This design comes from an exercise in tuning for small area, a short achievable clock period and few clock cycles on the open sky130 flow, not from production work. In this exercise RTL edits were held to simulation tests only and were not proved equivalent to the original.

Setup of green:
==> flow/design.v (excerpt) <==
module rank_code_stream_decoder_unit
#(
  parameter int MAX_SYMBOLS = 255,
  parameter int MAX_WIDTH   = 4
) (
  input  logic       clk,
  input  logic       rst_n,
  input  logic       in_valid,
  output logic       in_ready,
  input  logic [7:0] in_stream_byte,
  output logic       out_valid,
  input  logic       out_ready,
  output logic [7:0] out_symbol,
  output logic       out_unknown_code,
  output logic       out_end_of_frame,
  output logic       out_last
);
  logic [7:0]  fb [4];
  logic [3:0]  fgt;
  logic        in_rdy_r;
  logic [1:0]  phase;
  logic [7:0]  cnt;         
  logic [2:0]  wid;         
  logic [3:0]  wmask;       
  logic [7:0]  k1;          
  logic        sym_first;   
  logic [7:0]  ac;          
  logic [7:0]  sl;          
  logic        sl_z;        
  logic        fin;         
  logic [1:0]  zc;          
  logic [7:0]  z1;          
  logic [2:0]  bp;          
  logic        bp_nz;       
  logic [11:1] pw_oh;       
  logic        term_r;      
  logic        a_v;
  ...
clock: 7.0 ns
lec_check: 0
abc_clock_period_in_ps: 2000
cap_margin: 20
core_margin: 2
core_utilization: 40
cts_cluster_diameter: 70
cts_cluster_size: 28
place_density: 0.75
setup_slack_margin: 4.0
slew_margin: 20
run.sh (not shown) runs the stock make flow with config.mk's settings and CLKGATE_MAP_FILE= SYNTH_SCRIPT=/design/flow/synth_recipe.tcl, a recipe that flattens the netlist after the stock synthesis.
Testbench counts of green, summed over its fixed seeds: cycles 22,751.
What purple does differently from green at the input level:
--- a/flow/design.v
+++ b/flow/design.v
@@ -48,33 +48,36 @@
   output logic       out_unknown_code,
   output logic       out_end_of_frame,
   output logic       out_last
 );
   logic [7:0]  fb [4];
   logic [3:0]  fgt;
   logic        in_rdy_r;
   logic [1:0]  phase;
   logic [7:0]  cnt;         
   logic [2:0]  wid;         
   logic [3:0]  wmask;       
+  logic [3:0]  wmask_b;     
+  logic [3:0]  wmask_nxt;
   logic [7:0]  k1;          
   logic        sym_first;   
   logic [7:0]  ac;          
   logic [7:0]  sl;          
   logic        sl_z;        
   logic        fin;         
   logic [1:0]  zc;          
   logic [7:0]  z1;          
   logic [2:0]  bp;          
   logic        bp_nz;       
   logic [11:1] pw_oh;       
+  logic [11:1] pw_oh_b;     
   logic        term_r;      
   logic        a_v;
   logic [7:0]  a_r1;        
   logic        a_big;       
   logic        a_hdr;
   logic        a_slow;
   logic        l1_v;
   logic [7:0]  l1_lo;       
   logic [7:0]  l1_mid;      
   logic [1:0]  l1_hi;       
   logic        l1_known;
@@ -291,24 +294,22 @@
       end else if (sym_go && hdr_final) begin
         phase <= (wid == 3'd0) ? rcsd_pkg::PH_COUNT : rcsd_pkg::PH_BITS;
       end
     end
   end
   always_ff @(posedge clk) begin
     if (cnt_go) begin
       cnt <= c_byte;
     end
     if (wid_go) begin
       wid       <= (cnt_go ? w_byte : fb[0]) > 8'd4 ? 3'd4 : (cnt_go ? w_byte[2:0] : fb[0][2:0]);
-      wmask     <= (cnt_go ? w_byte : fb[0]) > 8'd3 ? 4'b1111 :
-                   4'((5'b1 << (cnt_go ? w_byte[1:0] : fb[0][1:0])) - 5'd1);
       k1        <= 8'd1;
       fin       <= ((cnt_go ? c_byte : cnt) == 8'd1);
       sym_first <= 1'b1;
       zc        <= 2'd0;
     end else if (sym_go) begin
       k1        <= k1 + 8'd1;
       fin       <= (k1 + 8'd1 == cnt);
       sym_first <= 1'b0;
       if (fb[0] == 8'd0) begin
         if (zc == 2'd0) z1 <= k1;
         if (zc != 2'd2) zc <= zc + 2'd1;
@@ -318,27 +319,43 @@
       ac   <= 8'd0;
       sl   <= 8'd0;
       sl_z <= 1'b1;
     end else begin
       ac   <= ac + 8'd1;
       sl   <= sl + 8'(!sym_go);
       sl_z <= sym_go ? (sl == 8'd0) : (sl == 8'd255);
     end
     if (sym_go && hdr_final) begin
       bp    <= 3'd0;
       bp_nz <= 1'b0;
-      pw_oh <= 11'b1 << (wid - 3'd1);
     end else if (issue) begin
       bp    <= bp_nxt;
       bp_nz <= (bp_nxt != 3'd0);
-      pw_oh <= pw_nxt[11:1];
+    end
+  end
+  always_comb begin
+    wmask_nxt = (cnt_go ? w_byte : fb[0]) > 8'd3 ? 4'b1111 :
+                4'((5'b1 << (cnt_go ? w_byte[1:0] : fb[0][1:0])) - 5'd1);
+  end
+  always_ff @(posedge clk) begin
+    wmask   <= wid_go ? wmask_nxt : wmask_b;
+    wmask_b <= wid_go ? wmask_nxt : wmask;
+    if (sym_go && hdr_final) begin
+      pw_oh   <= 11'b1 << (wid - 3'd1);
+      pw_oh_b <= 11'b1 << (wid - 3'd1);
+    end else if (issue) begin
+      pw_oh   <= pw_nxt[11:1];
+      pw_oh_b <= pw_nxt[11:1];
+    end else begin
+      pw_oh   <= pw_oh_b;
+      pw_oh_b <= pw_oh;
     end
   end
   always_ff @(posedge clk) begin
     if (!rst_n) begin
       a_v <= 1'b0;
     end else if (hdr_emit || issue) begin
       a_v <= 1'b1;
     end else if (a_move) begin
       a_v <= 1'b0;
     end
   end
Re final worst slack: green was lower than purple. purple: insertion delay of the later-clocked pin in the worst-skew pair is 0.02 ns higher than what green reported. Relative to green, highest net fanout along the worst path has increased by 25 in purple. purple against green: area fraction in compound gates after synthesis roughly the same; share of layout cells above drive strength 1 saw little to no change; data arrival time of the worst path down 0.29 ns.
Testbench counts of purple, summed over its fixed seeds: cycles 22,751.

==> static timing again, ports no longer ideal <==
In the flow no input, the clock included, has a driving cell. The finished layouts below were timed again as built, in two steps. Step 1: set_driving_cell puts a clkbuf_16 on clk and a buf_2 on each other input, an assumption about the parent block. Step 2 moves the port delays by t, midway between the first and last clock arrival at a register: inputs arrive t later, outputs are due t later. That takes back most of the time a late clock gives input paths. Slacks: no drivers / after step 1 / after step 2; pairs: no drivers / after step 1.
| run | t, ns | setup slack, ns | hold WS [ns] |
|---|---|---|---|
| green | 0.809 | 3.843 / 3.843 / 3.239 | 0.288 / 0.288 / 0.288 |
| purple | 0.816 | 3.988 / 3.988 / 3.294 | 0.295 / 0.295 / 0.295 |
After both steps every run listed still meets setup and hold. The setup slack of purple, which loses most, moves by 0.000 ns with the drivers and by -0.694 ns with both steps.
